This design comes from an exercise in tuning for small area on the open sky130 flow, not from production work.
At most, simulation tests tie the RTL to the original design; equivalence was not proved.
For runs 3 to 7, only the layout was checked, not whether the RTL still works.
Power figures rest on the tool's default switching activity, not on a simulated workload.

==> flow/design.v <==
`default_nettype none
package tunnel_pkg;
    localparam int NUM_ROWS = 120;
    localparam int NUM_COLS = 160;
    localparam logic [1:0] WALL_GAP   = 2'b00;
    localparam logic [1:0] WALL_LEFT  = 2'b01;
    localparam logic [1:0] WALL_RIGHT = 2'b10;
    localparam logic [1:0] WALL_EDGE  = 2'b11;
    typedef enum logic [1:0] {
        ST_INIT = 2'd0,
        ST_IDLE = 2'd1,
        ST_GEN  = 2'd2
    } state_e;
    function automatic logic [1:0] wall_code(input logic [7:0] ccol,
                                             input logic [7:0] left,
                                             input logic [7:0] right);
        logic [1:0] code;
        code = WALL_GAP;
        if ((ccol == left) || (ccol == right)) begin
            code = WALL_EDGE;
        end else if (ccol < left) begin
            code = WALL_LEFT;
        end else if (ccol > right) begin
            code = WALL_RIGHT;
        end
        wall_code = code;
    endfunction
endpackage
`default_nettype wire
`default_nettype none
module tunnel_row_ram (
    input  logic        clk_i,
    input  logic        we_i,
    input  logic [2:0]  wpos_i,      
    input  logic [3:0]  wrow_i,
    input  logic        wup_i,
    input  logic        wdn_i,
    input  logic [7:0]  wanchor_i,   
    input  logic [2:0]  rpos_i,
    output logic [7:0]  ranchor_o,
    output logic [15:1] rup_o,
    output logic [15:1] rdn_o
);
    logic [7:0]  anchor_q [8];
    logic [15:1] up_q     [8];
    logic [15:1] dn_q     [8];
    always_ff @(posedge clk_i) begin
        for (int p = 0; p < 8; p++) begin
            anchor_q[(p + 1) % 8] <= anchor_q[p];
            up_q[(p + 1) % 8]     <= up_q[p];
            dn_q[(p + 1) % 8]     <= dn_q[p];
            if (p % 2 == 0 && we_i && wpos_i == 3'(p)) begin
                for (int i = 1; i < 16; i++) begin
                    if (wrow_i == 4'(i)) begin
                        up_q[(p + 1) % 8][i] <= wup_i;
                        dn_q[(p + 1) % 8][i] <= wdn_i;
                    end
                end
                if (wrow_i == 4'd15) begin
                    anchor_q[(p + 1) % 8] <= wanchor_i;
                end
            end
        end
    end
    assign ranchor_o = anchor_q[rpos_i];
    assign rup_o     = up_q[rpos_i];
    assign rdn_o     = dn_q[rpos_i];
endmodule
`default_nettype wire
`default_nettype none
import tunnel_pkg::*;
module tunnel_wall_gen (
    input  logic       clock,
    input  logic       rst,
    input  logic [9:0] Pixel_row,
    input  logic [9:0] Pixel_column,
    input  logic       run,
    input  logic [1:0] speed,
    input  logic [7:0] randomized_value,
    output logic [1:0] wall,
    output logic [7:0] probe_left,
    output logic [7:0] probe_right,
    output logic       ready
);
    localparam logic [7:0] INIT_L = 8'd48;
    function automatic logic [1:0] fa(input logic a, input logic b, input logic c);
        fa = {(a & b) | (a & c) | (b & c), a ^ b ^ c};
    endfunction
    function automatic logic [3:0] pop15(input logic [15:1] x);
        logic [1:0] a0, a1, a2, a3, a4, b0, b1, c0, c1, c2, d0;
        a0 = fa(x[1], x[2], x[3]);
        a1 = fa(x[4], x[5], x[6]);
        a2 = fa(x[7], x[8], x[9]);
        a3 = fa(x[10], x[11], x[12]);
        a4 = fa(x[13], x[14], x[15]);
        b0 = fa(a0[0], a1[0], a2[0]);
        b1 = fa(a3[0], a4[0], b0[0]);
        c0 = fa(a0[1], a1[1], a2[1]);
        c1 = fa(a3[1], a4[1], b0[1]);
        c2 = fa(b1[1], c0[0], c1[0]);
        d0 = fa(c0[1], c1[1], c2[1]);
        pop15 = {d0[1], d0[0], c2[0], b1[0]};
    endfunction
    logic       ready_q;     
    logic       gen_q;       
    logic [2:0] frame_cnt_q;
    logic [6:0] ptr_q;       
    logic [4:0] shr_q;       
    logic [7:0] top_l_q;     
    logic [1:0] top_st_q;    
    logic       wpend_q;     
    logic [2:0] rot_q;       
    logic [2:0] pos_q;       
    logic [8:0] dcol_q;      
    logic [4:0] nup_q;
    logic [4:0] ndn_q;
    logic [4:0] wh_q;        
    logic       probe_hit_q;
    logic [1:0] wall_q;
    logic [7:0] probe_l_q;
    logic [4:0] probe_wh_q;
    logic [4:0] w_shr_min;
    logic       w_up, w_dn;
    logic [7:0] w_new_l;
    assign w_shr_min = (shr_q > 5'd20) ? 5'd20 : shr_q;
    assign w_up    = (randomized_value[1:0] == 2'b11) &&
                     !(top_l_q[0] && top_l_q[7:1] == 7'd47 + {2'b0, w_shr_min});
    assign w_dn    = (randomized_value[1:0] == 2'b00) && (top_l_q != 8'd1);
    assign w_new_l = top_l_q + {{7{w_dn}}, w_up | w_dn};
    logic w_frame_end;
    logic w_step;
    logic w_wdone;
    logic [6:0] w_ptr_d;
    assign w_frame_end = (Pixel_row == 10'd479) && (Pixel_column == 10'd639);
    assign w_step      = !ready_q || gen_q;
    assign w_ptr_d     = rst ? 7'd0 : w_step ? ptr_q + 7'd1 : ptr_q;
    always_ff @(posedge clock) begin
        if (rst) begin
            ready_q     <= 1'b0;
            gen_q       <= 1'b0;
            frame_cnt_q <= 3'd0;
            shr_q       <= 5'd0;
            top_l_q     <= INIT_L;
            wpend_q     <= 1'b0;
        end else begin
            wpend_q <= gen_q || (wpend_q && !w_wdone);
            if (!ready_q) begin
                if (ptr_q == 7'd127) begin
                    ready_q <= 1'b1;
                end
            end else if (gen_q) begin
                gen_q   <= 1'b0;
                top_l_q <= w_new_l;
                if (ptr_q[3:0] == 4'd15 && shr_q != 5'd31) begin
                    shr_q <= shr_q + 5'd1;
                end
            end else if (w_frame_end && run) begin
                if (frame_cnt_q >= (3'd7 >> speed)) begin
                    frame_cnt_q <= 3'd0;
                    gen_q       <= 1'b1;
                end else begin
                    frame_cnt_q <= frame_cnt_q + 3'd1;
                end
            end
        end
    end
    always_ff @(posedge clock) begin
        ptr_q <= w_ptr_d;
        rot_q <= rot_q + 3'd1;
        pos_q <= w_ptr_d[6:4] + rot_q + 3'd1;
        if (gen_q) begin
            top_st_q <= {w_up, w_dn};
        end
    end
    logic [6:0]  w_k;
    logic [7:0]  w_ccol;
    logic [3:0]  w_m;         
    logic [3:0]  w_mo;
    logic        w_open;      
    logic        w_borrow;
    logic [3:0]  w_dist;      
    logic [3:0]  w_j;         
    logic [2:0]  w_wpos;
    logic [7:0]  w_anchor;
    logic [15:1] w_up_bits;
    logic [15:1] w_dn_bits;
    assign w_k      = Pixel_row[8:2];
    assign w_ccol   = Pixel_column[9:2];
    assign w_m      = ptr_q[3:0];
    assign w_mo     = w_m - 4'd1;
    assign w_borrow = w_k[3:0] >= w_m;
    assign w_open   = (w_k[6:4] == 3'd0) && (!w_borrow || w_m == 4'd0);
    assign w_dist   = {1'b0, w_k[6:4]} + {3'b0, w_borrow};
    assign w_j      = w_mo - w_k[3:0];
    assign w_wpos   = pos_q - {2'b0, w_m == 4'd0};
    assign w_wdone  = wpend_q && !w_wpos[0];
    tunnel_row_ram u_row_ram (
        .clk_i     (clock),
        .we_i      (w_wdone),
        .wpos_i    (w_wpos),
        .wrow_i    (w_mo),
        .wup_i     (top_st_q[1]),
        .wdn_i     (top_st_q[0]),
        .wanchor_i (top_l_q),
        .rpos_i    (pos_q - w_dist[2:0]),
        .ranchor_o (w_anchor),
        .rup_o     (w_up_bits),
        .rdn_o     (w_dn_bits)
    );
    logic [15:1] w_mask;
    logic        w_top_in;
    logic [4:0]  w_nup, w_ndn;
    always_comb begin
        for (int i = 1; i < 16; i++) begin
            w_mask[i] = (4'(i) > w_j) && (!w_open || 4'(i) < w_mo);
        end
    end
    assign w_top_in = w_open && (w_j < w_mo);
    assign w_nup = {1'b0, pop15(w_mask & w_up_bits)} + {4'b0, w_top_in & top_st_q[1]};
    assign w_ndn = {1'b0, pop15(w_mask & w_dn_bits)} + {4'b0, w_top_in & top_st_q[0]};
    logic [5:0]  w_row_grp;
    logic        w_valid;
    logic [4:0]  w_row_shr;
    logic [7:0]  w_base;
    assign w_row_grp = {1'b0, shr_q} - {2'b0, w_dist};
    assign w_valid   = ready_q && !w_row_grp[5];
    assign w_row_shr = (w_row_grp[4:0] > 5'd20) ? 5'd20 : w_row_grp[4:0];
    assign w_base    = !w_valid ? INIT_L : w_open ? top_l_q : w_anchor;
    always_ff @(posedge clock) begin
        dcol_q      <= {1'b0, w_ccol} - {1'b0, w_base};
        nup_q       <= w_valid ? w_nup : 5'd0;
        ndn_q       <= w_valid ? w_ndn : 5'd0;
        wh_q        <= w_valid ? ~w_row_shr : 5'd31;
        probe_hit_q <= (Pixel_row[9:2] == 8'd110) && (w_ccol == 8'd0);
    end
    logic [8:0] w_dcol;
    logic [5:0] w_wm1;
    logic [1:0] w_code;
    assign w_dcol = dcol_q + {4'b0, nup_q} - {4'b0, ndn_q};
    assign w_wm1  = {wh_q, 1'b1};
    always_comb begin
        if (w_dcol == 9'd0 || w_dcol == {3'b0, w_wm1}) begin
            w_code = WALL_EDGE;
        end else if (w_dcol[8]) begin
            w_code = WALL_LEFT;
        end else if (w_dcol > {3'b0, w_wm1}) begin
            w_code = WALL_RIGHT;
        end else begin
            w_code = WALL_GAP;
        end
    end
    always_ff @(posedge clock) begin
        if (rst) begin
            wall_q     <= WALL_GAP;
            probe_l_q  <= INIT_L;
            probe_wh_q <= 5'd31;
        end else begin
            wall_q <= ready_q ? w_code : WALL_GAP;
            if (ready_q && probe_hit_q) begin
                probe_l_q  <= 8'd0 - w_dcol[7:0];
                probe_wh_q <= wh_q;
            end
        end
    end
    assign wall        = wall_q;
    assign probe_left  = probe_l_q;
    assign probe_right = probe_l_q + {2'b0, probe_wh_q, 1'b1};
    assign ready       = ready_q;
endmodule
`default_nettype wire
==> flow/run.sh <==
#!/bin/bash
# synth_recipe.tcl (not shown) runs the flow's synth.tcl, then flattens the netlist and writes it again
# the make line also repeats each setting of config.mk as NAME=value (left out here)
make -C /OpenROAD-flow-scripts/flow DESIGN_CONFIG=/design/flow/config.mk WORK_HOME=/design/flow/orfs CLKGATE_MAP_FILE= SYNTH_SCRIPT=/design/flow/synth_recipe.tcl finish
==> flow/config.mk <==
export PLATFORM = sky130hd
export DESIGN_NAME = tunnel_wall_gen
export DESIGN_NICKNAME = tunnel_wall_gen
export VERILOG_FILES = /design/flow/design.v
export SDC_FILE = /design/flow/constraint.sdc
export NUM_CORES = 4
export LEC_CHECK = 0
export ABC_AREA = 1
export CAP_MARGIN = 20
export CORE_MARGIN = 2
export CORE_UTILIZATION = 40
export SLEW_MARGIN = 20
==> flow/constraint.sdc <==
create_clock -name core_clock -period 8.0 [get_ports {clock}]
set_input_delay 1.6000 -clock core_clock [delete_from_list [all_inputs] [get_ports {clock}]]
set_output_delay 1.6000 -clock core_clock [all_outputs]
set_load 0.01 [all_outputs]
==> results of run 1 <==
[through the flow]
step | setup TNS [ns] | setup slack, ns
detailed placement | -0.03947 | -0.03947
CTS | 0 | 0.5234
finish | 0 | 0.5358
global placement | -0.006501 | -0.006501
floorplan | 0 | 0.9539
global route | 0 | 0.2123
[synthesized netlist by cell type, drive strengths merged (3+ instances only)]
library cell and number:
o211ai 13, o31ai 4, nand3b 5, nor3 15, buf 41, o21a 3
fa 32, or2 7, xor2 28, nand4 26, o21bai 5, nor2 212
clkbuf 48, ha 76, nand3 265, xnor2 10, nand2 373, o22ai 61
inv 304, a21oi 90, dfxtp 376, o21ai 239
[worst paths after layout]
check                               to  slack [ns]
setup / recovery              nup_q[3]        0.54
hold / removal    u_row_ram.dn_q[0][6]        0.35
setup reg to reg              nup_q[3]        1.48
hold reg to reg   u_row_ram.dn_q[0][6]        0.35
[per-layer routing]
layer / track usage (%) / up-vias
met5: 0 / -
met4: 8.524 / 0
met3: 3.991 / 113
met2: 37.13 / 511
met1: 29.34 / 7141
li1: - / 7476
[layout make-up]
class                   count  area (um^2)
clock buffers              59         1226
clock inverters            12        141.4
fillers                  4159        22970
inverters                 305         1145
multi-input cells        1476         8162
flip-flops and latches    378         7587
well taps                 585        732.0
repair buffers             96        920.9
[cell families (layout without fill, tap and decap cells)]
logic type	count (synthesis)	after routing
flops	378	378
simple gates	907	907
xor+xnor	38	38
buf+inv	394	472
compound gates	423	423
fa+ha+maj	108	108
[registers in the layout, summed over array words and instances (netlist names)]
name,count
u_row_ram.dn_q,120
u_row_ram.up_q,120
u_row_ram.anchor_q,64
dcol_q,9
probe_l_q,8
top_l_q,8
ptr_q,7
ndn_q,5
nup_q,5
probe_wh_q,5
shr_q,5
wh_q,5
frame_cnt_q,3
pos_q,3
rot_q,3
top_st_q,2
wall_q,2
gen_q,1
probe_hit_q,1
ready_q,1
wpend_q,1
[worst reg2reg max path, cell delays in order, from the launching register on]
cell	delay, ns
dfxtp_1	0.47
inv_2	0.13
ha_1	0.32
a21oi_1	0.16
nand3_1	0.12
ha_1	0.24
ha_1	0.33
xnor2_1	0.15
ha_1	0.39
inv_1	0.15
nand2_1	0.09
inv_1	0.17
nand2_2	0.10
inv_2	0.37
nor2_1	0.11
nand2_1	0.09
nand2_1	0.12
fa_1	0.56
inv_1	0.05
fa_1	0.56
inv_1	0.06
fa_1	0.39
fa_1	0.42
inv_1	0.07
fa_1	0.46
nand3_1	0.13
xor2_1	0.15
nor2_1	0.06
[power by group]
| group | switching (mW) | internal (mW) | total [mW] | leakage (nW) |
|---|---|---|---|---|
| sequential | 0.00796 | 1.90 | 1.91 | 3.12 |
| combinational | 0.908 | 0.470 | 1.38 | 5.40 |
| clock | 0.776 | 1.16 | 1.93 | 0.677 |
| total | 1.69 | 3.53 | 5.22 | 9.19 |
==> results.json, run 1 <==
{
  "status": "complete, no violations",
  "hp-class": "reg2reg",
  "yosys-top-cells-area": "dfxtp_1 (44%), nand2_1 (7.9%), nand3_1 (7.6%), o21ai_0 (6.3%), inv_1 (6.3%)",
  "crit_buf_inv": 7,
  "die_y_um": 211.9,
  "rows": 76,
  "critPathMaxStageDelay_ns": 0.56,
  "first_iter_violations": 1153,
  "post_drt_wl_per_cell_um": 17.25,
  "slew_headroom_pct": 34.97,
  "vias_per_cell": 5.236,
  "synth-edff-count": 2,
  "cp_data_required_time_ns": 8.43,
  "synth_warnings": 5,
  "synth_fa_ha_area_share_pct": 9.203,
  "die_w_um": 211.9,
  "globalplace.congestion": 0.9384,
  "p_leak_nw": 9.191,
  "ant_nets": 0,
  "synth_xor_area_share_pct": 1.925,
  "min_path_cells": 0,
  "portBuffers": 45,
  "drcViolationCount": 0,
  "postCtsSetupBuffers": 0,
  "synth_top_family_by_area": "simple AND/OR/NAND/NOR gates",
  "min_period_ns": 7.464,
  "worstPathMaxFanout": 21,
  "synthCells": 2248,
  "cp.depth": 27,
  "cp-startpoint": "Pixel_row[5]",
  "cts_buffers": 41,
  "nNetsFinal": 2439,
  "worst_pin_slew_ns": 0.9724,
  "syn_area_per_cell_um2": 7.693,
  "min_from": "u_row_ram.dn_q[7][6]",
  "holdWs_ns": 0.3480,
  "p_total_mw": 5.219,
  "ys.flop_type": "dfxtp_1",
  "cp-start-kind": "primary input",
  "cp.arrival_ns": 7.90,
  "die_area_um2": 44910,
  "power_density_nw_per_um2": 262.1,
  "post_dp_cell_area_um2": 18550,
  "rsz0062_at_grt": "no",
  "htree_levels": 2,
  "ys_async_sr_fraction_pct": 0,
  "io_pins": 52,
  "fmax_mhz": 134.0,
  "antenna_found_initial": 0,
  "skew_ns": 0.01655,
  "grt_pass1_vias": 14730,
  "wl_met3_mm": 3.400,
  "drv_slew": 0,
  "crit_type": "in2reg",
  "setup_violations": 0,
  "drive_gt1_share_pct": 6.793,
  "cts_tree": "yes",
  "reg2reg_from": "ptr_q[3]",
  "netlist_area_um2": 17290,
  "final_cell_count_no_fill": 2911,
  "synth.distinct_cells": 45,
  "post_cts_resized": 0,
  "synth_simple_gate_area_share_pct": 22.75,
  "final_common_cell": "dfxtp_1",
  "end_kind": "flop",
  "m1WireLength_mm": 21.92,
  "topRoutingLayerUsed": "met4",
  "grt_max_degree": 68,
  "vias": 15240,
  "synth-seq-cells": 378,
  "max_cap_viol_count": 0,
  "slowest_stage": "fa_1",
  "clock_tree.root_cell": "clkbuf_16",
  "clk_path_buf_depth": 3,
  "synth_nets": 2389,
  "synthMuxAreaShare_pct": 0,
  "place_hpwl_mm": 35.17,
  "insertion_delay_ns": 0.55,
  "firstDrtPassIters": 6,
  "synth_compound_area_share_pct": 13.17,
  "grt_pass1_wl_mm": 79.20,
  "place_inst": 2840,
  "fp.coreArea_um2": 42890,
  "wl_mm": 50.23,
  "clock_sinks": 378,
  "initial_core_util_pct": 40.32,
  "synth_top_area_share_pct": 43.53,
  "period_share_pct": 93.30,
  "postLayoutCoreUtil_pct": 46.43,
  "wl_met2_mm": 23.23,
  "syn2layout_area_growth_pct": 15.16,
  "gr-usage-all-layers_pct": 22.50,
  "final_cell_mix": "dfxtp_1 (376), nand2_1 (363), inv_1 (287)",
  "reg2reg_depth": 27,
  "cts_hold_buffers": 0,
  "synth_top_area_cell": "dfxtp_1",
  "hold_viol": 0,
  "yosysSeqAreaShare_pct": 43.88,
  "fin_area_um2": 19910,
  "clkSlewWorstSetupHoldPaths_ns": 0.06,
  "antenna_cells": 0,
  "critical-path-top-delay-family": "adder cells",
  "grt_overflow": 0,
  "vdd_drop_max_uv": 139.8
}
==> run 2, diff against run 1 <==
--- a/flow/config.mk
+++ b/flow/config.mk
@@ -7,3 +7,2 @@
 export LEC_CHECK = 0
-export ABC_AREA = 1
 export CAP_MARGIN = 20
==> results.json, run 2 <==
{
  "rows": 75,
  "worst_pin_slew_ns": 1.024,
  "synth_warnings": 5,
  "p_leak_nw": 8.151,
  "grt_pass1_vias": 12850,
  "clk_path_buf_depth": 3,
  "synth_compound_area_share_pct": 14.06,
  "cp_data_required_time_ns": 8.41,
  "io_pins": 52,
  "critPathMaxStageDelay_ns": 0.53,
  "htree_levels": 2,
  "synth_nets": 1971,
  "ys.flop_type": "dfxtp_1",
  "skew_ns": 0.01342,
  "status": "complete, no violations",
  "yosys-top-cells-area": "dfxtp_1 (44%), ha_1 (5.6%), nand2_1 (5.3%), mux2_2 (4.7%), o21ai_0 (4.6%)",
  "vdd_drop_max_uv": 119.3,
  "final_cell_mix": "dfxtp_1 (376), nand2_1 (241), o21ai_0 (153)",
  "cp-start-kind": "primary input",
  "cp.arrival_ns": 8.10,
  "drive_gt1_share_pct": 14.82,
  "portBuffers": 45,
  "min_period_ns": 7.694,
  "post_drt_wl_per_cell_um": 17.79,
  "cts_buffers": 41,
  "syn2layout_area_growth_pct": 19.18,
  "yosysMostFrequentCell": "dfxtp_1",
  "nNetsFinal": 2067,
  "synth_simple_gate_area_share_pct": 15.19,
  "synth_top_area_cell": "dfxtp_1",
  "synth_top_area_share_pct": 44.45,
  "die_area_um2": 43990,
  "gr-usage-all-layers_pct": 20.17,
  "drcViolationCount": 0,
  "hold_viol": 0,
  "vias": 13100,
  "netlist_area_um2": 16930,
  "synth_fa_ha_area_share_pct": 9.399,
  "vias_per_cell": 5.248,
  "antenna_cells": 0,
  "antenna_found_initial": 0,
  "synth.distinct_cells": 74,
  "syn_area_per_cell_um2": 9.253,
  "multi_input_comb_area_um2": 8725,
  "grt_pass1_wl_mm": 70.50,
  "final_common_cell": "dfxtp_1",
  "hp-class": "reg2reg",
  "synth_xor_area_share_pct": 3.288,
  "fillCellCount": 3941,
  "dp_slack_ns": -0.5852,
  "insertion_delay_ns": 0.55,
  "ant_nets": 0,
  "worstPathMaxFanout": 21,
  "setup_violations": 0,
  "clock_tree.root_cell": "clkbuf_16",
  "wl_mm": 44.41,
  "p_total_mw": 4.897,
  "synthMuxAreaShare_pct": 8.668,
  "period_share_pct": 96.17,
  "first_iter_violations": 943,
  "place_hpwl_mm": 31.49,
  "post_dp_cell_area_um2": 18570,
  "grt_max_degree": 43,
  "clock_sinks": 378,
  "initial_core_util_pct": 40.46,
  "setup_ws_ns": 0.3064,
  "holdWs_ns": 0.3459,
  "slew_headroom_pct": 31.66,
  "end_kind": "flop",
  "die_w_um": 209.7,
  "reg_top3": "u_row_ram.dn_q: 120 flops, u_row_ram.up_q: 120 flops, u_row_ram.anchor_q: 64 flops",
  "fin_area_um2": 20180,
  "firstDrtPassIters": 6,
  "power_density_nw_per_um2": 242.7,
  "synth-seq-cells": 378,
  "clkSlewWorstSetupHoldPaths_ns": 0.06,
  "drv_slew": 0,
  "grt_overflow": 0,
  "max_cap_viol_count": 0,
  "slowest_stage": "fa_2",
  "yosysSeqAreaShare_pct": 44.81,
  "finalSetupTns_ns": 0,
  "synthCells": 1830,
  "ys_async_sr_fraction_pct": 0,
  "synth_top_family_by_area": "simple AND/OR/NAND/NOR gates",
  "synth-edff-count": 2,
  "fmax_mhz": 130.0,
  "cts_tree": "yes",
  "globalplace.congestion": 0.8723,
  "crit_type": "in2reg",
  "die_y_um": 209.7,
  "synthTopCellsByCount": "dfxtp_1 (376), nand2_1 (241), o21ai_0 (155)",
  "rsz0062_at_grt": "no",
  "fp.coreArea_um2": 41850,
  "seq_area_um2": 7587
}
## run 2: through the flow
| step | util, % | cells |
|---|---|---|
| 2_1_floorplan | - | 1830 |
| 3_3_place_gp | 44.37 | 2420 |
| 3_5_place_dp | 44.37 | 2420 |
| 4_1_cts | 47.89 | 2494 |
| 5_1_grt | 48.22 | 2496 |
| 6_report | 48.22 | 2496 |
## run 2: worst paths after layout
check                                           start                    end  slack [ns]  cells after the start
worst max-delay path                     Pixel_row[2]               ndn_q[4]        0.31                     28
worst min-delay path            u_row_ram.dn_q[1][15]  u_row_ram.dn_q[2][15]        0.35                      0
worst max register to register               ptr_q[0]               nup_q[3]        1.08                     23
worst min register to register  u_row_ram.dn_q[1][15]  u_row_ram.dn_q[2][15]        0.35                      0
## run 2: cell type report
type	instances	area share [%]
Tap cell	539	3.342
Multi-Input combinational cell	1257	43.24
Inverter	100	1.885
Sequential cell	378	37.60
Timing Repair Buffer	148	6.659
Clock inverter	19	1.370
Clock buffer	55	5.909
## run 2: power by group
part / total, mW / switching, mW / internal (mW)
clock network: 2.05 / 0.775 / 1.27
registers: 1.91 / 0.00960 / 1.90
logic: 0.943 / 0.554 / 0.389
total: 4.90 / 1.34 / 3.56
## run 2: kinds of logic (layout without fill, tap and decap cells)
| family | after synthesis | after routing |
|---|---|---|
| adder cells (fa/ha/maj) | 108 | 108 |
| XOR/XNOR | 61 | 61 |
| buffers and inverters | 195 | 322 |
| flip-flops | 378 | 378 |
| AND/OR/NAND/NOR | 571 | 571 |
| multiplexers | 124 | 124 |
| AO/OA/AOI/OAI | 393 | 393 |
## run 2: metal layers
layer	track usage, %	vias up	part of all wire (%)	wire length (um)
met3	3.711	66	6.0	2683
li1	-	6492	-	-
met4	5.038	0	1.9	861
met1	27.98	6222	47	20870
met5	0	-	0	0
met2	32.50	319	45	20000
## run 2: worst max-delay path, delay by kind of cell
kind | cells | cell delay [ns]
AOI/OAI and AO/OA | 5 | 0.69
buffers and inverters | 8 | 1.21
and+or+nand+nor | 6 | 1.50
xor gates and xnor gates | 1 | 0.41
adders and majority gates | 8 | 2.69
## run 2: what timing repair did
item | in CTS | in global routing
hold endpoints to repair | 0 | 0
resized for setup | 1 | 21
hold buffers | 0 | 0
setup buffers | 0 | 2
endpoints found under the setup margin | 2 | 7
pin swaps | 0 | 8
==> run 3, diff against run 2 <==
--- a/flow/design.v
+++ b/flow/design.v
@@ -35,4 +35,6 @@
     input  logic [3:0]  wrow_i,
-    input  logic        wup_i,
-    input  logic        wdn_i,
+    input  logic        we0_i,       
+    input  logic        we1_i,       
+    input  logic [1:0]  wst0_i,      
+    input  logic [1:0]  wst1_i,
     input  logic [7:0]  wanchor_i,   
@@ -46,2 +48,5 @@
     logic [15:1] dn_q     [8];
+    logic [1:0]  w_st_even, w_st_odd;
+    assign w_st_even = wrow_i[0] ? wst1_i : wst0_i;
+    assign w_st_odd  = wrow_i[0] ? wst0_i : wst1_i;
     always_ff @(posedge clk_i) begin
@@ -51,10 +56,10 @@
             dn_q[(p + 1) % 8]     <= dn_q[p];
-            if (p % 2 == 0 && we_i && wpos_i == 3'(p)) begin
+            if (p % 4 == 0 && we_i && wpos_i == 3'(p)) begin
                 for (int i = 1; i < 16; i++) begin
-                    if (wrow_i == 4'(i)) begin
-                        up_q[(p + 1) % 8][i] <= wup_i;
-                        dn_q[(p + 1) % 8][i] <= wdn_i;
+                    if ((we0_i && wrow_i == 4'(i)) || (we1_i && wrow_i == 4'(i + 1))) begin
+                        up_q[(p + 1) % 8][i] <= (i % 2 == 1) ? w_st_odd[1] : w_st_even[1];
+                        dn_q[(p + 1) % 8][i] <= (i % 2 == 1) ? w_st_odd[0] : w_st_even[0];
                     end
                 end
-                if (wrow_i == 4'd15) begin
+                if ((we0_i && wrow_i == 4'd15) || (we1_i && wrow_i == 4'd0)) begin
                     anchor_q[(p + 1) % 8] <= wanchor_i;
@@ -110,3 +115,5 @@
     logic [1:0] top_st_q;    
-    logic       wpend_q;     
+    logic [1:0] prev_st_q;   
+    logic       pend0_q;     
+    logic       pend1_q;     
     logic [2:0] rot_q;       
@@ -114,4 +121,6 @@
     logic [8:0] dcol_q;      
-    logic [4:0] nup_q;
-    logic [4:0] ndn_q;
+    logic [3:0] nup_q;       
+    logic [3:0] ndn_q;
+    logic [3:0] reg_st_q;    
+    logic       valid_q;
     logic [4:0] wh_q;        
@@ -143,5 +152,12 @@
             top_l_q     <= INIT_L;
-            wpend_q     <= 1'b0;
+            pend0_q     <= 1'b0;
+            pend1_q     <= 1'b0;
         end else begin
-            wpend_q <= gen_q || (wpend_q && !w_wdone);
+            if (gen_q) begin
+                pend0_q <= ptr_q[3:0] != 4'd0;
+                pend1_q <= pend0_q && !w_wdone;
+            end else begin
+                pend0_q <= pend0_q && !w_wdone;
+                pend1_q <= pend1_q && !w_wdone;
+            end
             if (!ready_q) begin
@@ -171,3 +187,4 @@
         if (gen_q) begin
-            top_st_q <= {w_up, w_dn};
+            top_st_q  <= {w_up, w_dn};
+            prev_st_q <= top_st_q;
         end
@@ -178,3 +195,13 @@
     logic [3:0]  w_mo;
-    logic        w_open;      
+    logic        w_wborrow;
+    logic [2:0]  w_wpos;
+    logic [7:0]  w_wanchor;
+    assign w_m       = ptr_q[3:0];
+    assign w_mo      = w_m - 4'd1;
+    assign w_wborrow = pend1_q ? (w_m <= 4'd1) : (w_m == 4'd0);
+    assign w_wpos    = pos_q - {2'b0, w_wborrow};
+    assign w_wdone   = (pend0_q || pend1_q) && (w_wpos[1:0] == 2'd0);
+    assign w_wanchor = (w_mo == 4'd0) ?
+                       top_l_q + {{7{top_st_q[1]}}, top_st_q[1] | top_st_q[0]} : top_l_q;
+    logic        w_open;
     logic        w_borrow;
@@ -182,3 +209,2 @@
     logic [3:0]  w_j;         
-    logic [2:0]  w_wpos;
     logic [7:0]  w_anchor;
@@ -188,10 +214,7 @@
     assign w_ccol   = Pixel_column[9:2];
-    assign w_m      = ptr_q[3:0];
-    assign w_mo     = w_m - 4'd1;
     assign w_borrow = w_k[3:0] >= w_m;
-    assign w_open   = (w_k[6:4] == 3'd0) && (!w_borrow || w_m == 4'd0);
+    assign w_open   = (w_k[6:4] == 3'd0 && (w_k[3:0] <= w_mo || w_mo == 4'd0)) ||
+                      (w_mo == 4'd0 && w_k == 7'd16);
     assign w_dist   = {1'b0, w_k[6:4]} + {3'b0, w_borrow};
     assign w_j      = w_mo - w_k[3:0];
-    assign w_wpos   = pos_q - {2'b0, w_m == 4'd0};
-    assign w_wdone  = wpend_q && !w_wpos[0];
     tunnel_row_ram u_row_ram (
@@ -201,5 +224,7 @@
         .wrow_i    (w_mo),
-        .wup_i     (top_st_q[1]),
-        .wdn_i     (top_st_q[0]),
-        .wanchor_i (top_l_q),
+        .we0_i     (pend0_q),
+        .we1_i     (pend1_q),
+        .wst0_i    (top_st_q),
+        .wst1_i    (prev_st_q),
+        .wanchor_i (w_wanchor),
         .rpos_i    (pos_q - w_dist[2:0]),
@@ -210,12 +235,12 @@
     logic [15:1] w_mask;
-    logic        w_top_in;
-    logic [4:0]  w_nup, w_ndn;
+    logic [3:0]  w_ub;
+    logic        w_top_in, w_prev_in;
+    assign w_ub = w_mo - 4'd1;
     always_comb begin
         for (int i = 1; i < 16; i++) begin
-            w_mask[i] = (4'(i) > w_j) && (!w_open || 4'(i) < w_mo);
-        end
-    end
-    assign w_top_in = w_open && (w_j < w_mo);
-    assign w_nup = {1'b0, pop15(w_mask & w_up_bits)} + {4'b0, w_top_in & top_st_q[1]};
-    assign w_ndn = {1'b0, pop15(w_mask & w_dn_bits)} + {4'b0, w_top_in & top_st_q[0]};
+            w_mask[i] = (4'(i) > w_j) && (!w_open || (w_k != 7'd0 && 4'(i) < w_ub));
+        end
+    end
+    assign w_top_in  = w_open && (w_k != 7'd0);
+    assign w_prev_in = w_open && (w_k[6:1] != 6'd0);
     logic [5:0]  w_row_grp;
@@ -230,4 +255,7 @@
         dcol_q      <= {1'b0, w_ccol} - {1'b0, w_base};
-        nup_q       <= w_valid ? w_nup : 5'd0;
-        ndn_q       <= w_valid ? w_ndn : 5'd0;
+        nup_q       <= pop15(w_mask & w_up_bits);
+        ndn_q       <= pop15(w_mask & w_dn_bits);
+        reg_st_q    <= {w_top_in & top_st_q[1], w_top_in & top_st_q[0],
+                        w_prev_in & prev_st_q[1], w_prev_in & prev_st_q[0]};
+        valid_q     <= w_valid;
         wh_q        <= w_valid ? ~w_row_shr : 5'd31;
@@ -238,3 +266,6 @@
     logic [1:0] w_code;
-    assign w_dcol = dcol_q + {4'b0, nup_q} - {4'b0, ndn_q};
+    logic [8:0] w_sum;       
+    assign w_sum  = {5'b0, nup_q} + {8'b0, reg_st_q[3]} + {8'b0, reg_st_q[1]} -
+                    {5'b0, ndn_q} - {8'b0, reg_st_q[2]} - {8'b0, reg_st_q[0]};
+    assign w_dcol = valid_q ? dcol_q + w_sum : dcol_q;
     assign w_wm1  = {wh_q, 1'b1};
==> results.json, run 3 <==
{
  "status": "complete, no violations",
  "post_drt_wl_per_cell_um": 18.22,
  "vdd_drop_max_uv": 309.1,
  "ys.flop_type": "dfxtp_1",
  "slew_headroom_pct": 26.53,
  "cp-startpoint": "Pixel_row[2]",
  "holdWs_ns": 0.3422,
  "min_path_cells": 0,
  "hold_viol": 0,
  "gr-usage-all-layers_pct": 19.22,
  "cp.depth": 26,
  "combPwrFrac_pct": 35.0,
  "drcViolationCount": 0,
  "clock_sinks": 384,
  "firstDrtPassIters": 5,
  "critPathMaxStageDelay_ns": 0.60,
  "die_y_um": 210.1,
  "globalplace.congestion": 0.8960,
  "synth.distinct_cells": 83,
  "rr_endpoint": "ndn_q[2]",
  "yosysMostFrequentCell": "dfxtp_1",
  "syn_area_per_cell_um2": 10.07,
  "worstPathMaxFanout": 11,
  "grt_pass1_wl_mm": 67.18,
  "cpMostUsedCell": "fa_1",
  "cts_buffers": 40,
  "crit_buf_inv": 8,
  "cp_data_required_time_ns": 8.41,
  "synthTopCellsByCount": "dfxtp_1 (380), nand2_1 (152), nor2_1 (124)",
  "vias_per_cell": 5.306,
  "antenna_cells": 0,
  "setup_violations": 0,
  "die_w_um": 210.1,
  "syn2layout_area_growth_pct": 16.29,
  "p_leak_nw": 8.100,
  "grt_pass1_vias": 12300,
  "grt_overflow": 0,
  "switching_share_pct": 32.73,
  "reg_top3": "u_row_ram.dn_q: 120 flops, u_row_ram.up_q: 120 flops, u_row_ram.anchor_q: 64 flops",
  "die_area_um2": 44150,
  "portBuffers": 45,
  "postLayoutCoreUtil_pct": 47.11,
  "wl_mm": 42.39,
  "fp.coreArea_um2": 41950,
  "post_dp_cell_area_um2": 18310,
  "max_cap_viol_count": 0,
  "clkSlewWorstSetupHoldPaths_ns": 0.06,
  "endpoint": "ndn_q[2]",
  "synth_warnings": 5,
  "final_common_cell": "dfxtp_1",
  "io_pins": 52,
  "rows": 75,
  "cts_hold_buffers": 0,
  "reg2reg_from": "ptr_q[1]",
  "drive_gt1_share_pct": 13.99,
  "netlist_area_um2": 16990,
  "fmax_mhz": 129.7,
  "yosys-top-cells-area": "dfxtp_1 (45%), ha_1 (6.8%), mux2_2 (4.9%), fa_1 (4.1%), nand2_1 (3.4%)",
  "setup_ws_ns": 0.2922,
  "seq_area_um2": 7727,
  "htree_levels": 2,
  "place_hpwl_mm": 30.67,
  "period_share_pct": 96.35,
  "first_iter_violations": 706,
  "nNetsFinal": 1915,
  "switchingPower_mw": 1.970,
  "min_period_ns": 7.708,
  "clk_path_buf_depth": 3,
  "synth-edff-count": 4,
  "yosysSeqAreaShare_pct": 45.48,
  "cp.arrival_ns": 8.12,
  "hp-class": "reg2reg",
  "reg2reg_slack_ns": 1.34,
  "cts_tree": "yes",
  "synth_top_area_cell": "dfxtp_1",
  "initial_core_util_pct": 40.51,
  "grt_max_degree": 57,
  "vias": 12340,
  "synth-seq-cells": 384,
  "clock_tree.root_cell": "clkbuf_16",
  "final_cell_mix": "dfxtp_1 (380), nand2_1 (152), nor2_1 (124)",
  "fillCellCount": 3892,
  "critical-path-top-delay-family": "adder cells",
  "insertion_delay_ns": 0.54,
  "drv_slew": 0,
  "p_int_mw": 4.048,
  "cp-start-kind": "primary input",
  "dp_slack_ns": -0.2567,
  "crit_type": "in2reg",
  "synth_top_area_share_pct": 44.77,
  "antenna_found_initial": 1,
  "slowest_stage": "fa_1",
  "power_density_nw_per_um2": 304.5,
  "pwr-share-seq_pct": 32.5,
  "synthCells": 1687,
  "fin_area_um2": 19760,
  "end_kind": "flop",
  "skew_ns": 0.01429,
  "rsz0062_at_grt": "no",
  "ant_nets": 0,
  "worst_pin_slew_ns": 1.102,
  "multi_input_comb_area_um2": 8523,
  "synth_nets": 1847,
  "ys_async_sr_fraction_pct": 0,
  "reg2reg_depth": 24,
  "p_clk_share_pct": 32.5
}
run 3: changes by cell type in the layout (fill, tap and decap cells not counted), sizes merged, moves of 8 or more:
cell	change
mux4	+13
buf	-44
o21ai	-71
nand3	-12
a211oi	-15
a31oi	+8
ha	+16
and2	-8
clkbuf	+10
o211ai	+12
nand2	-88
mux2i	-9
run 3: cells by family after synthesis:
family	share of synthesized area, %
buffers and inverters	4.676
and+or+nand+nor	12.81
muxes	10.16
DFF	45.48
adders and majority gates	10.96
AOI/OAI and AO/OA	12.31
xor gates and xnor gates	3.608
run 3: how the worst min path moves through the flow:
stage	startpoint	endpoint	slack, ns
floorplan	u_row_ram.anchor_q[5][0]	u_row_ram.anchor_q[6][0]	0.32
global placement	u_row_ram.up_q[6][8]	u_row_ram.up_q[7][8]	0.33
detailed placement	u_row_ram.dn_q[6][10]	u_row_ram.dn_q[7][10]	0.33
CTS	u_row_ram.dn_q[6][10]	u_row_ram.dn_q[7][10]	0.34
global route	u_row_ram.anchor_q[3][3]	u_row_ram.anchor_q[4][3]	0.35
finish	u_row_ram.dn_q[6][10]	u_row_ram.dn_q[7][10]	0.34
run 3: layout make-up:
cell class	instances	share of cell area, %
Sequential cell	384	39.11
Clock buffer	65	6.414
Inverter	107	2.033
Timing Repair Buffer	104	5.091
Multi-Input combinational cell	1118	43.13
Tap cell	539	3.413
Clock inverter	9	0.8105
run 3: timing repair:
item / in CTS / in global routing
gates resized for setup: 0 / 1
setup endpoints to repair: 0 / 1
buffers inserted: 0 / 1
run 3: per-layer routing:
| layer | global-route usage (%) | vias up | wire length [um] |
|---|---|---|---|
| met5 | 0 | - | 0 |
| met4 | 5.527 | 0 | 931 |
| met2 | 31.29 | 239 | 19150 |
| met3 | 2.622 | 62 | 1765 |
| met1 | 26.70 | 6018 | 20540 |
| li1 | - | 6023 | - |
run 3: power by group through the flow:
stage                     Sequential (mW)  Combinational [mW]  Clock [mW]
final                                1.95                2.11        1.96
after global placement               2.00                2.06           0
after floorplan                      1.99                1.52           0
after global routing                 1.95                2.34        2.08
after detailed placement             2.00                2.10           0
after CTS                            1.95                2.11        2.00
run 3: stage by stage:
| step | cells | TNS [ns] | power [mW] |
|---|---|---|---|
| after floorplan | 1687 | 0 | 3.514 |
| after global placement | 2251 | -0.3935 | 4.055 |
| after detailed placement | 2251 | -0.7068 | 4.092 |
| after CTS | 2325 | 0 | 6.063 |
| after global routing | 2326 | 0 | 6.369 |
| final | 2326 | 0 | 6.018 |
==> run 4, diff against run 3 <==
--- a/flow/config.mk
+++ b/flow/config.mk
@@ -7,2 +7,3 @@
 export LEC_CHECK = 0
+export ABC_AREA = 1
 export CAP_MARGIN = 20
==> results.json, run 4 <==
{
  "globalplace.congestion": 0.8439,
  "post_dp_cell_area_um2": 18390,
  "worstPathMaxFanout": 12,
  "drcViolationCount": 0,
  "insertion_delay_ns": 0.54,
  "htree_levels": 2,
  "reg2reg_slack_ns": 1.53,
  "die_w_um": 210.4,
  "synth_warnings": 5,
  "postCtsSetupBuffers": 0,
  "rows": 75,
  "place_hpwl_mm": 33.04,
  "min_period_ns": 7.507,
  "grt_pass1_wl_mm": 71.13,
  "cp.arrival_ns": 7.92,
  "period_share_pct": 93.83,
  "gr-usage-all-layers_pct": 20.39,
  "finalSetupTns_ns": 0,
  "netlist_area_um2": 17050,
  "initial_core_util_pct": 40.54,
  "ys_async_sr_fraction_pct": 0,
  "rr_endpoint": "ndn_q[2]",
  "setup_ws_ns": 0.4935,
  "drv_slew": 0,
  "first_iter_violations": 1013,
  "rsz0062_at_grt": "no",
  "worst_pin_slew_ns": 0.8288,
  "power_density_nw_per_um2": 282.8,
  "synthCells": 2127,
  "synth-edff-count": 4,
  "antenna_cells": 0,
  "crit_type": "in2reg",
  "drive_gt1_share_pct": 8.580,
  "final_cell_count_no_fill": 2800,
  "nNetsFinal": 2391,
  "p_total_mw": 5.597,
  "cp_data_required_time_ns": 8.41,
  "final_common_cell": "nand2_1",
  "post_cts_resized": 0,
  "skew_ns": 0.01203,
  "yosys-top-cells-area": "dfxtp_1 (45%), nand2_1 (13%), ha_1 (6.8%), inv_1 (5.2%), fa_1 (4.1%)",
  "slew_headroom_pct": 44.57,
  "synth_top_area_cell": "dfxtp_1",
  "end_kind": "flop",
  "slowest_stage": "fa_1",
  "post_drt_wl_per_cell_um": 16.06,
  "clock_sinks": 384,
  "max_cap_viol_count": 0,
  "io_pins": 52,
  "fillCellCount": 4051,
  "synth_top_area_share_pct": 44.63,
  "ant_nets": 0,
  "critPathMaxStageDelay_ns": 0.55,
  "holdWs_ns": 0.3465,
  "cp-start-kind": "primary input",
  "syn2layout_area_growth_pct": 16.10,
  "min_path_cells": 0,
  "antenna_found_initial": 1,
  "fin_area_um2": 19790,
  "status": "complete, no violations",
  "cts_tree": "yes",
  "wl_mm": 44.97,
  "cp-startpoint": "Pixel_row[2]",
  "die_y_um": 210.4,
  "clkSlewWorstSetupHoldPaths_ns": 0.06,
  "vias_per_cell": 4.994,
  "grt_overflow": 0,
  "cpMostUsedCell": "fa_1",
  "place_inst": 2727,
  "reg_top3": "u_row_ram.dn_q: 120 flops, u_row_ram.up_q: 120 flops, u_row_ram.anchor_q: 64 flops",
  "firstDrtPassIters": 5,
  "yosysSeqAreaShare_pct": 45.34,
  "yosysMostFrequentCell": "nand2_1",
  "fp.coreArea_um2": 42040,
  "min_to": "u_row_ram.dn_q[2][6]",
  "grt_pass1_vias": 13370,
  "vdd_drop_max_uv": 212.8,
  "synth.distinct_cells": 54,
  "die_area_um2": 44280,
  "synth-seq-cells": 384,
  "syn_area_per_cell_um2": 8.014,
  "postLayoutCoreUtil_pct": 47.07,
  "cts_buffers": 40,
  "dp_slack_ns": -0.03926,
  "clk_path_buf_depth": 3,
  "cts_hold_buffers": 0,
  "reg2reg_from": "ptr_q[1]",
  "grt_max_degree": 40,
  "fmax_mhz": 133.2,
  "portBuffers": 45,
  "hp-class": "reg2reg",
  "final_cell_mix": "nand2_1 (583), dfxtp_1 (380), inv_1 (235)",
  "min_from": "u_row_ram.dn_q[1][6]",
  "p_leak_nw": 9.069,
  "clock_tree.root_cell": "clkbuf_16",
  "hold_viol": 0,
  "vias": 13980,
  "synth_nets": 2287,
  "ys.flop_type": "dfxtp_1",
  "synthTopCellsByCount": "nand2_1 (583), dfxtp_1 (380), inv_1 (235)",
  "setup_violations": 0,
  "reg2reg_depth": 28
}
-- run 4: cell types whose count changed in the layout (fill, tap and decap cells not counted), moves of 16 or more --
cell,change
a31oi_1,-17
mux2i_1,-33
o22ai_1,+19
nand4_1,+24
mux4_2,-24
inv_1,+130
nand3_1,+58
nor2_1,+35
xnor2_1,-25
o21ai_1,+16
o21ai_0,+55
nand2_1,+431
mux2_2,-74
nor2b_1,-18
-- run 4: critical path, delay by kind of cell --
family                     cells  cell delay, ns
AOI/OAI and AO/OA              3            0.36
buffers and inverters          8            1.26
and+or+nand+nor                8            0.79
adders and majority gates      9            3.70
xor gates and xnor gates       1            0.20
-- run 4: cell families (layout without fill, tap and decap cells) --
logic type / count (synthesis) / count (layout) / synth area share, %
buf+inv: 307 / 441 / 7.700
fa+ha+maj: 127 / 127 / 10.86
simple gates: 954 / 954 / 23.70
flops: 384 / 384 / 45.34
compound gates: 312 / 312 / 10.02
xor+xnor: 43 / 43 / 2.386
-- run 4: how the worst max path moves through the flow --
stage                     depth (start not counted)  endpoint
after detailed placement                         29  ndn_q[2]
final                                            29  ndn_q[2]
after CTS                                        29  ndn_q[2]
after global placement                           29  ndn_q[2]
after global routing                             29  ndn_q[2]
after floorplan                                  26  ndn_q[2]
-- run 4: layout make-up --
cell class | count | area (um^2) | area share (%)
well taps | 539 | 674.4 | 3.408
multi-input cells | 1436 | 8015 | 40.50
clock buffers | 57 | 1165 | 5.886
flip-flops and latches | 384 | 7727 | 39.05
repair buffers | 114 | 1018 | 5.147
clock inverters | 15 | 219.0 | 1.106
inverters | 255 | 969.7 | 4.900
-- run 4: report_power, final --
part           switching (mW)  leakage, nW  internal (mW)
Clock                   0.758        0.687           1.18
Sequential            0.00851         3.14           1.94
Combinational            1.07         5.25          0.645
Total                    1.83         9.07           3.76
-- run 4: per-layer routing --
metal  global-route usage [%]  vias to the layer above  share of wire [%]
met4                    5.342                        2                2.0
met5                        0                        -              0.029
met2                    34.77                      309                 47
met1                    27.02                     6569                 46
met3                    3.099                       62                5.0
li1                         -                     7040                  -
==> run 5, diff against run 4 <==
--- a/flow/design.v
+++ b/flow/design.v
@@ -238,7 +238,7 @@
     assign w_ub = w_mo - 4'd1;
-    always_comb begin
-        for (int i = 1; i < 16; i++) begin
-            w_mask[i] = (4'(i) > w_j) && (!w_open || (w_k != 7'd0 && 4'(i) < w_ub));
-        end
-    end
+    logic [15:0] w_gt_j, w_lt_ub;
+    assign w_gt_j  = 16'hfffe << w_j;
+    assign w_lt_ub = ~(16'hffff << w_ub);
+    assign w_mask  = w_gt_j[15:1] & (w_lt_ub[15:1] | {15{!w_open}}) &
+                     ({15{w_k != 7'd0}} | {15{!w_open}});
     assign w_top_in  = w_open && (w_k != 7'd0);
@@ -266,6 +266,8 @@
     logic [1:0] w_code;
-    logic [8:0] w_sum;       
-    assign w_sum  = {5'b0, nup_q} + {8'b0, reg_st_q[3]} + {8'b0, reg_st_q[1]} -
-                    {5'b0, ndn_q} - {8'b0, reg_st_q[2]} - {8'b0, reg_st_q[0]};
-    assign w_dcol = valid_q ? dcol_q + w_sum : dcol_q;
+    logic [4:0] w_nup, w_ndn;
+    logic [5:0] w_sum;       
+    assign w_nup  = {1'b0, nup_q} + {4'b0, reg_st_q[3]} + {4'b0, reg_st_q[1]};
+    assign w_ndn  = {1'b0, ndn_q} + {4'b0, reg_st_q[2]} + {4'b0, reg_st_q[0]};
+    assign w_sum  = {1'b0, w_nup} - {1'b0, w_ndn};
+    assign w_dcol = valid_q ? dcol_q + {{3{w_sum[5]}}, w_sum} : dcol_q;
     assign w_wm1  = {wh_q, 1'b1};
--- a/flow/config.mk
+++ b/flow/config.mk
@@ -7,3 +7,2 @@
 export LEC_CHECK = 0
-export ABC_AREA = 1
 export CAP_MARGIN = 20
@@ -11,2 +10,3 @@
 export CORE_UTILIZATION = 40
+export CTS_BUF_LIST = sky130_fd_sc_hd__clkbuf_4
 export SLEW_MARGIN = 20
==> results.json, run 5 <==
{
  "dp_slack_ns": -0.09098,
  "ant_nets": 0,
  "switchingPower_mw": 1.747,
  "slew_headroom_pct": 27.54,
  "syn_area_per_cell_um2": 9.975,
  "drive_gt1_share_pct": 17.68,
  "worstPathMaxFanout": 17,
  "synth_warnings": 5,
  "synth-edff-count": 4,
  "status": "complete, no violations",
  "clock_sinks": 384,
  "synth.distinct_cells": 76,
  "cp-start-kind": "primary input",
  "post_drt_wl_per_cell_um": 17.39,
  "die_y_um": 208.0,
  "cp_data_required_time_ns": 8.68,
  "rows": 74,
  "clock_tree.root_cell": "clkbuf_4",
  "pwr-share-seq_pct": 37.7,
  "p_leak_nw": 7.950,
  "max_cap_viol_count": 0,
  "insertion_delay_ns": 0.81,
  "synth_top_area_cell": "dfxtp_1",
  "die_w_um": 208.0,
  "p_int_mw": 3.444,
  "hp-class": "reg2reg",
  "grt_pass1_wl_mm": 66.05,
  "reg_top3": "u_row_ram.dn_q: 120 flops, u_row_ram.up_q: 120 flops, u_row_ram.anchor_q: 64 flops",
  "clkSlewWorstSetupHoldPaths_ns": 0.06,
  "crit_type": "in2reg",
  "setup_ws_ns": 0.6948,
  "ys.flop_type": "dfxtp_1",
  "switching_share_pct": 33.66,
  "end_kind": "flop",
  "firstDrtPassIters": 7,
  "htree_levels": 3,
  "yosysMostFrequentCell": "dfxtp_1",
  "fin_area_um2": 19210,
  "setup_violations": 0,
  "rsz0062_at_grt": "no",
  "post_dp_cell_area_um2": 17990,
  "cts_hold_buffers": 0,
  "cts_tree": "yes",
  "ys_async_sr_fraction_pct": 0,
  "yosys-top-cells-area": "dfxtp_1 (46%), ha_1 (6.5%), mux2_2 (5.1%), fa_1 (4.2%), nand2_1 (3.1%)",
  "fmax_mhz": 136.9,
  "globalplace.congestion": 0.9162,
  "die_area_um2": 43270,
  "synth-seq-cells": 384,
  "io_pins": 52,
  "p_clk_share_pct": 31.8,
  "rr_endpoint": "ndn_q[2]",
  "grt_max_degree": 45,
  "fp.coreArea_um2": 40920,
  "first_iter_violations": 820,
  "grt_overflow": 0,
  "portBuffers": 45,
  "period_share_pct": 91.32,
  "power_density_nw_per_um2": 270.2,
  "fillCellCount": 3845,
  "post_cts_resized": 0,
  "place_hpwl_mm": 29.52,
  "holdWs_ns": 0.3125,
  "min_path_cells": 0,
  "vias_per_cell": 5.251,
  "synth_nets": 1824,
  "nNetsFinal": 1952,
  "netlist_area_um2": 16650,
  "min_from": "u_row_ram.anchor_q[6][3]",
  "synthTopCellsByCount": "dfxtp_1 (380), nand2_1 (137), nor2_1 (134)",
  "reg2reg_depth": 24,
  "final_common_cell": "dfxtp_1",
  "vdd_drop_max_uv": 126.6,
  "cts_buffers": 99,
  "grt_pass1_vias": 12380,
  "p_total_mw": 5.191,
  "syn2layout_area_growth_pct": 15.41,
  "synthCells": 1669,
  "yosysSeqAreaShare_pct": 46.42,
  "vias": 12600,
  "worst_pin_slew_ns": 1.087,
  "combPwrFrac_pct": 30.5,
  "skew_ns": 0.05104,
  "reg2reg_slack_ns": 1.33,
  "hold_viol": 0,
  "cp.arrival_ns": 7.98,
  "final_cell_mix": "dfxtp_1 (380), clkbuf_4 (142), nand2_1 (137)",
  "min_to": "u_row_ram.anchor_q[7][3]",
  "wl_mm": 41.72,
  "antenna_found_initial": 1,
  "synth_top_area_share_pct": 45.69,
  "initial_core_util_pct": 40.68,
  "drcViolationCount": 0,
  "drv_slew": 0,
  "clk_path_buf_depth": 3,
  "gr-usage-all-layers_pct": 19.13,
  "min_period_ns": 7.305,
  "reg2reg_from": "ptr_q[0]",
  "postCtsSetupBuffers": 0
}
## run 5: cell count changes after synthesis, moves of 20 or more
cell	delta
o21ai_1	-20
nor3_1	+21
nand3_1	-55
nand4_1	-29
nor2_1	-25
nor2b_1	+20
mux2i_1	+36
buf_4	-20
o21ai_0	-63
inv_1	-149
mux2_2	+75
xnor2_1	+30
clkbuf_1	+37
nand2_1	-446
## run 5: power by group through the flow
stage	Clock (mW)	Combinational (mW)	Sequential, mW
after floorplan	0	1.07	2.00
after global placement	0	1.53	2.00
after detailed placement	0	1.57	2.00
after CTS	1.70	1.58	1.96
after global routing	1.80	1.74	1.96
final	1.65	1.58	1.96
## run 5: critical path: stages
cell and delay [ns]:
clkdlybuf4s50_1 0.51, inv_1 0.09, ha_1 0.31, inv_1 0.07
a21boi_0 0.08, o21a_1 0.17, o21ai_0 0.14, nand2b_1 0.08
ha_1 0.19, ha_1 0.34, fa_2 0.38, xnor2_1 0.15
buf_4 0.17, xor2_4 0.28, buf_4 0.31, nand2_1 0.08
a21oi_1 0.13, a31oi_1 0.06, o22ai_1 0.17, o221ai_1 0.20
fa_1 0.56, fa_1 0.55, inv_1 0.05, fa_1 0.39
fa_1 0.45, fa_1 0.43
## run 5: cell type report
type / count / area, um^2 / share of cell area, %
multi-input combinational: 1110 / 8260 / 42.99
sequential: 384 / 7727 / 40.22
clock buffer: 142 / 1066 / 5.548
timing repair buffer: 112 / 1003 / 5.223
tap: 532 / 665.6 / 3.464
inverter: 90 / 337.8 / 1.758
clock inverter: 28 / 150.1 / 0.7815
antenna: 1 / 2.502 / 0.01302
## run 5: how the worst max path moves through the flow
stage	start	endpoint	slack (ns)
after detailed placement	Pixel_row[2]	ndn_q[2]	-0.09
after CTS	Pixel_row[2]	ndn_q[2]	0.76
after global routing	Pixel_row[2]	nup_q[2]	0.40
after floorplan	Pixel_row[2]	nup_q[2]	0.54
after global placement	Pixel_row[2]	nup_q[2]	-0.06
final	Pixel_row[2]	ndn_q[2]	0.69
## run 5: cell families after synthesis
| kind of cell | Yosys count | share of synthesized area (%) |
|---|---|---|
| AOI/OAI and AO/OA | 327 | 12.62 |
| xor gates and xnor gates | 62 | 3.262 |
| adders and majority gates | 122 | 10.75 |
| buffers and inverters | 175 | 4.239 |
| DFF | 384 | 46.42 |
| muxes | 131 | 9.672 |
| and+or+nand+nor | 468 | 13.05 |
## run 5: stage by stage
| stage | util [%] | std cells | TNS [ns] |
|---|---|---|---|
| after global routing | 46.95 | 2399 | 0 |
| after floorplan | - | 1669 | 0 |
| after CTS | 46.94 | 2398 | 0 |
| final | 46.95 | 2399 | 0 |
| after global placement | 43.97 | 2228 | -0.1285 |
| after detailed placement | 43.97 | 2228 | -0.2287 |
## run 5: routing by layer
metal / share of wire, % / GRT usage [%]
met5: 0 / 0
met4: 1.8 / 6.774
met2: 45 / 29.65
met3: 7.2 / 4.996
met1: 46 / 25.78
==> run 6, diff against run 5 <==
--- a/flow/config.mk
+++ b/flow/config.mk
@@ -9,4 +9,3 @@
 export CORE_MARGIN = 2
-export CORE_UTILIZATION = 40
-export CTS_BUF_LIST = sky130_fd_sc_hd__clkbuf_4
+export CORE_UTILIZATION = 60
 export SLEW_MARGIN = 20
==> results.json, run 6 <==
{
  "crit_type": "in2reg",
  "die_area_um2": 29100,
  "power_density_nw_per_um2": 283.1,
  "die_w_um": 170.6,
  "synth-edff-count": 4,
  "slowest_stage": "fa_1",
  "post_drt_wl_per_cell_um": 18.88,
  "io_pins": 52,
  "die_y_um": 170.6,
  "worst_pin_slew_ns": 0.8987,
  "synthTopCellsByCount": "dfxtp_1 (380), nand2_1 (137), nor2_1 (134)",
  "skew_ns": 0.03096,
  "clk_path_buf_depth": 3,
  "antenna_cells": 0,
  "synth.distinct_cells": 76,
  "fmax_mhz": 130.6,
  "place_hpwl_mm": 28.41,
  "min_period_ns": 7.657,
  "hp-class": "reg2reg",
  "drv_slew": 0,
  "nNetsFinal": 1882,
  "yosysSeqAreaShare_pct": 46.42,
  "postCtsSetupBuffers": 0,
  "fp.coreArea_um2": 27100,
  "netlist_area_um2": 16650,
  "final_cell_mix": "dfxtp_1 (380), nand2_1 (137), nor2_1 (134)",
  "crit_buf_inv": 7,
  "hold_viol": 0,
  "yosysMostFrequentCell": "dfxtp_1",
  "max_cap_viol_count": 0,
  "syn_area_per_cell_um2": 9.975,
  "ant_nets": 0,
  "p_int_mw": 3.747,
  "ys_async_sr_fraction_pct": 0,
  "first_iter_violations": 786,
  "insertion_delay_ns": 0.53,
  "slew_headroom_pct": 40.08,
  "wl_mm": 40.13,
  "vdd_drop_max_uv": 192.5,
  "clkSlewWorstSetupHoldPaths_ns": 0.06,
  "vias_per_cell": 5.762,
  "fillCellCount": 2061,
  "rows": 60,
  "clock_tree.root_cell": "clkbuf_16",
  "cpMostUsedCell": "fa_1",
  "cts_buffers": 39,
  "rsz0062_at_grt": "no",
  "htree_levels": 2,
  "pwr-share-seq_pct": 36.2,
  "syn2layout_area_growth_pct": 14.87,
  "cp_data_required_time_ns": 8.38,
  "drive_gt1_share_pct": 13.23,
  "synthCells": 1669,
  "ys.flop_type": "dfxtp_1",
  "switchingPower_mw": 1.666,
  "drcViolationCount": 0,
  "worstPathMaxFanout": 18,
  "status": "complete, no violations",
  "cts_hold_buffers": 0,
  "critical-path-top-delay-family": "adder cells",
  "cp-start-kind": "primary input",
  "gr-usage-all-layers_pct": 28.03,
  "yosys-top-cells-area": "dfxtp_1 (46%), ha_1 (6.5%), mux2_2 (5.1%), fa_1 (4.2%), nand2_1 (3.1%)",
  "combPwrFrac_pct": 29.1,
  "period_share_pct": 95.71,
  "synth_top_area_share_pct": 45.69,
  "finalSetupTns_ns": 0,
  "globalplace.congestion": 0.9028,
  "critPathMaxStageDelay_ns": 0.55,
  "grt_pass1_wl_mm": 63.84,
  "post_cts_resized": 0,
  "end_kind": "flop",
  "cts_tree": "yes",
  "setup_violations": 0,
  "p_leak_nw": 7.864,
  "portBuffers": 45,
  "initial_core_util_pct": 61.43,
  "grt_overflow": 0,
  "reg_top3": "u_row_ram.dn_q: 120 flops, u_row_ram.up_q: 120 flops, u_row_ram.anchor_q: 64 flops",
  "postLayoutCoreUtil_pct": 70.57,
  "p_clk_share_pct": 34.7,
  "grt_max_degree": 45,
  "synth_nets": 1824,
  "firstDrtPassIters": 8,
  "cp.depth": 27,
  "switching_share_pct": 30.78,
  "reg2reg_depth": 15,
  "synth_top_area_cell": "dfxtp_1",
  "grt_pass1_vias": 12110,
  "vias": 12250,
  "antenna_found_initial": 1,
  "clock_sinks": 384,
  "final_common_cell": "dfxtp_1",
  "p_total_mw": 5.414,
  "min_path_cells": 0,
  "synth_warnings": 5,
  "synth-seq-cells": 384,
  "cp.arrival_ns": 8.04
}
run 6: kinds of logic after synthesis:
group / count (synthesis) / share of synthesized area (%)
mux: 131 / 9.672
simple gates: 468 / 13.05
fa+ha+maj: 122 / 10.75
compound gates: 327 / 12.62
buf+inv: 175 / 4.239
xor+xnor: 62 / 3.262
flops: 384 / 46.42
run 6: power by group through the flow:
| stage | clock, mW | sequential [mW] | combinational, mW |
|---|---|---|---|
| floorplan | 0 | 2.00 | 1.07 |
| global placement | 0 | 2.00 | 1.52 |
| detailed placement | 0 | 2.00 | 1.55 |
| CTS | 1.91 | 1.96 | 1.58 |
| global route | 1.98 | 1.96 | 1.75 |
| finish | 1.88 | 1.96 | 1.58 |
run 6: cell type report:
cell class	instances	area (um^2)	share of cell area (%)
well taps	372	465.4	2.434
clock buffers	52	1116	5.836
multi-input cells	1110	8260	43.19
inverters	90	337.8	1.766
clock inverters	16	226.5	1.184
repair buffers	102	991.0	5.182
flip-flops and latches	384	7727	40.41
run 6: per-stage QoR:
stage | hold slack (ns) | area [um^2] | instances | setup WS, ns
floorplan | 0.3236 | 16650 | 1669 | 0.5446
global placement | 0.3274 | 17780 | 2058 | -0.01129
detailed placement | 0.3317 | 17780 | 2058 | -0.09123
CTS | 0.3363 | 19120 | 2126 | 0.3650
global route | 0.3503 | 19120 | 2126 | 0.008415
finish | 0.3286 | 19120 | 2126 | 0.3433
run 6: path summary, 6_finish.rpt:
| path | startpoint | end | slack [ns] |
|---|---|---|---|
| setup / recovery | Pixel_row[2] | nup_q[2] | 0.34 |
| hold / removal | u_row_ram.dn_q[5][1] | u_row_ram.dn_q[6][1] | 0.33 |
| setup reg to reg | ptr_q[0] | nup_q[2] | 1.11 |
| hold reg to reg | u_row_ram.dn_q[5][1] | u_row_ram.dn_q[6][1] | 0.33 |
run 6: metal layers:
metal | vias up | global-route usage, % | part of all wire (%)
li1 | 5978 | - | -
met1 | 5942 | 37.72 | 46
met2 | 270 | 46.75 | 47
met3 | 59 | 4.650 | 5.1
met4 | 0 | 7.915 | 2.0
met5 | - | 0 | 0
run 6: worst reg2reg max path: stages (launching register included):
cell      delay, ns
dfxtp_1        0.74
inv_1          0.30
ha_1           0.38
xor2_1         0.52
inv_2          0.15
a31o_1         0.26
xnor2_1        0.69
o31ai_1        0.17
a221oi_1       0.66
o221ai_1       0.44
fa_1           0.56
fa_1           0.50
inv_1          0.06
fa_1           0.40
fa_1           0.48
fa_1           0.43
==> run 7, diff against run 6 <==
--- a/flow/design.v
+++ b/flow/design.v
@@ -118,3 +118,2 @@
     logic       pend1_q;     
-    logic [2:0] rot_q;       
     logic [2:0] pos_q;       
@@ -184,4 +183,3 @@
         ptr_q <= w_ptr_d;
-        rot_q <= rot_q + 3'd1;
-        pos_q <= w_ptr_d[6:4] + rot_q + 3'd1;
+        pos_q <= pos_q + 3'd1 + {2'b0, w_step && ptr_q[3:0] == 4'd15};
         if (gen_q) begin
--- a/flow/config.mk
+++ b/flow/config.mk
@@ -9,3 +9,6 @@
 export CORE_MARGIN = 2
-export CORE_UTILIZATION = 60
+export CORE_UTILIZATION = 40
+export CTS_BUF_LIST = sky130_fd_sc_hd__clkbuf_8
+export CTS_CLUSTER_DIAMETER = 60
+export CTS_CLUSTER_SIZE = 16
 export SLEW_MARGIN = 20
==> results.json, run 7 <==
{
  "globalplace.congestion": 0.8648,
  "gr-usage-all-layers_pct": 18.75,
  "synth_top_area_share_pct": 45.38,
  "antenna_found_initial": 0,
  "cts_hold_buffers": 0,
  "synthTopCellsByCount": "dfxtp_1 (377), nand2_1 (147), nor2_1 (107)",
  "max_cap_viol_count": 0,
  "end_kind": "flop",
  "synthCells": 1607,
  "netlist_area_um2": 16630,
  "synth-seq-cells": 381,
  "nNetsFinal": 1839,
  "cts_tree": "yes",
  "first_iter_violations": 777,
  "hp-class": "reg2reg",
  "post_drt_wl_per_cell_um": 18.24,
  "crit_type": "in2reg",
  "postLayoutCoreUtil_pct": 45.64,
  "slew_headroom_pct": 38.91,
  "drive_gt1_share_pct": 15.31,
  "min_period_ns": 7.553,
  "power_density_nw_per_um2": 300.9,
  "ys_async_sr_fraction_pct": 0,
  "vdd_drop_max_uv": 155.2,
  "cp-start-kind": "primary input",
  "period_share_pct": 94.41,
  "grt_overflow": 0,
  "htree_levels": 2,
  "reg2reg_depth": 22,
  "vias": 11950,
  "hold_viol": 0,
  "die_w_um": 207.9,
  "die_y_um": 207.9,
  "reg_top3": "u_row_ram.dn_q: 120 flops, u_row_ram.up_q: 120 flops, u_row_ram.anchor_q: 64 flops",
  "p_leak_nw": 7.577,
  "synth.distinct_cells": 80,
  "initial_core_util_pct": 40.64,
  "cp.arrival_ns": 8.02,
  "status": "complete, no violations",
  "switchingPower_mw": 2.162,
  "portBuffers": 45,
  "skew_ns": 0.02739,
  "setup_violations": 0,
  "insertion_delay_ns": 0.58,
  "fp.coreArea_um2": 40920,
  "rows": 74,
  "ant_nets": 0,
  "yosysSeqAreaShare_pct": 46.11,
  "syn_area_per_cell_um2": 10.35,
  "synth_warnings": 5,
  "cp_data_required_time_ns": 8.47,
  "yosysMostFrequentCell": "dfxtp_1",
  "combPwrFrac_pct": 44.7,
  "place_hpwl_mm": 29.92,
  "final_cell_mix": "dfxtp_1 (377), nand2_1 (147), nor2_1 (107)",
  "clk_path_buf_depth": 3,
  "worst_pin_slew_ns": 0.8933,
  "vias_per_cell": 5.357,
  "syn2layout_area_growth_pct": 12.32,
  "clkSlewWorstSetupHoldPaths_ns": 0.10,
  "synth_top_area_cell": "dfxtp_1",
  "rsz0062_at_grt": "no",
  "grt_max_degree": 43,
  "fillCellCount": 3898,
  "synth-edff-count": 4,
  "clock_sinks": 381,
  "seq_area_um2": 7667,
  "clock_tree.root_cell": "clkbuf_8",
  "yosys-top-cells-area": "dfxtp_1 (45%), ha_1 (6.7%), mux2_2 (5.2%), mux4_2 (4.1%), fa_1 (3.9%)",
  "grt_pass1_wl_mm": 65.34,
  "fmax_mhz": 132.4
}
[run 7: cell count changes in the layout (fill, tap and decap cells not counted), moves of 7 or more]
cell       previous run  this run
a21oi_1              92        78
buf_4                48        70
clkbuf_16            40         0
clkbuf_8              7        37
mux4_2               16        30
nand2_1             137       147
nand2b_1             12        20
nand3_1              54        45
nor2_1              134       107
nor3_1               37        23
o221ai_1             12         5
[run 7: layout make-up]
cell class / instances / share of cell area [%]
inverters: 86 / 1.728
repair buffers: 118 / 5.546
clock inverters: 12 / 0.7033
well taps: 532 / 3.564
clock buffers: 37 / 2.726
flip-flops and latches: 381 / 41.05
multi-input cells: 1064 / 44.68
[run 7: path summary, 6_finish.rpt]
kind | startpoint | to | slack, ns
max | Pixel_row[2] | nup_q[2] | 0.45
min reg2reg | u_row_ram.dn_q[5][4] | u_row_ram.dn_q[6][4] | 0.34
max reg2reg | ptr_q[1] | nup_q[2] | 1.48
min | u_row_ram.dn_q[5][4] | u_row_ram.dn_q[6][4] | 0.34
[run 7: cells by family after synthesis]
group | synth area share [%]
flops | 46.11
compound gates | 12.07
mux | 11.56
fa+ha+maj | 10.55
buf+inv | 4.010
simple gates | 12.04
xor+xnor | 3.664
[run 7: per-layer routing]
| layer | GRT usage, % | wire, um | part of all wire, % | vias to the layer above |
|---|---|---|---|---|
| met5 | 0 | 0 | 0 | - |
| met4 | 5.698 | 1018 | 2.5 | 0 |
| met3 | 2.642 | 1914 | 4.7 | 69 |
| met2 | 29.68 | 18100 | 45 | 252 |
| met1 | 26.56 | 19640 | 48 | 5824 |
| li1 | - | - | - | 5801 |
[run 7: worst max-delay path, stage by stage]
cell	delay, ns
clkdlybuf4s50_1	0.55
inv_1	0.09
ha_1	0.31
nand2b_1	0.14
a21oi_1	0.14
nor2b_1	0.06
o21ai_0	0.14
nand2b_1	0.08
ha_1	0.20
ha_1	0.32
xnor2_1	0.17
ha_4	0.18
a21oi_2	0.31
xnor2_2	0.18
mux2_2	0.37
a21oi_1	0.13
a311o_1	0.21
or3b_2	0.49
fa_1	0.51
fa_1	0.49
inv_1	0.05
fa_1	0.39
fa_1	0.45
fa_1	0.46
[run 7: through the flow]
stage	setup WS, ns	instances	setup TNS [ns]	hold WS, ns
finish	0.4473	2230	0	0.3381
CTS	0.2434	2230	0	0.3431
floorplan	0.3709	1607	0	0.3236
global route	0.1740	2230	0	0.3443
global placement	-0.3634	2181	-1.271	0.3283
detailed placement	-0.3853	2181	-1.268	0.3316
[run 7: what timing repair did]
item / in CTS / in global routing
buffers inserted: 0 / 0
resized for setup: 0 / 1
setup endpoints to repair: 0 / 3
[run 7: power by group through the flow]
| stage | clock network, mW | logic (mW) | registers (mW) |
|---|---|---|---|
| after global routing | 1.26 | 2.76 | 1.96 |
| final | 1.15 | 2.51 | 1.95 |
| after floorplan | 0 | 1.62 | 1.99 |
| after detailed placement | 0 | 2.52 | 2.00 |
| after global placement | 0 | 2.47 | 2.00 |
| after CTS | 1.19 | 2.53 | 1.95 |

Check on run 7: ideal ports give 0.447 ns setup slack; a clkbuf_16 on the clock port and buf_2 on the inputs give 0.468 ns; moving port delays by the midpoint clock arrival (0.622 ns) as well gives -0.154 ns.
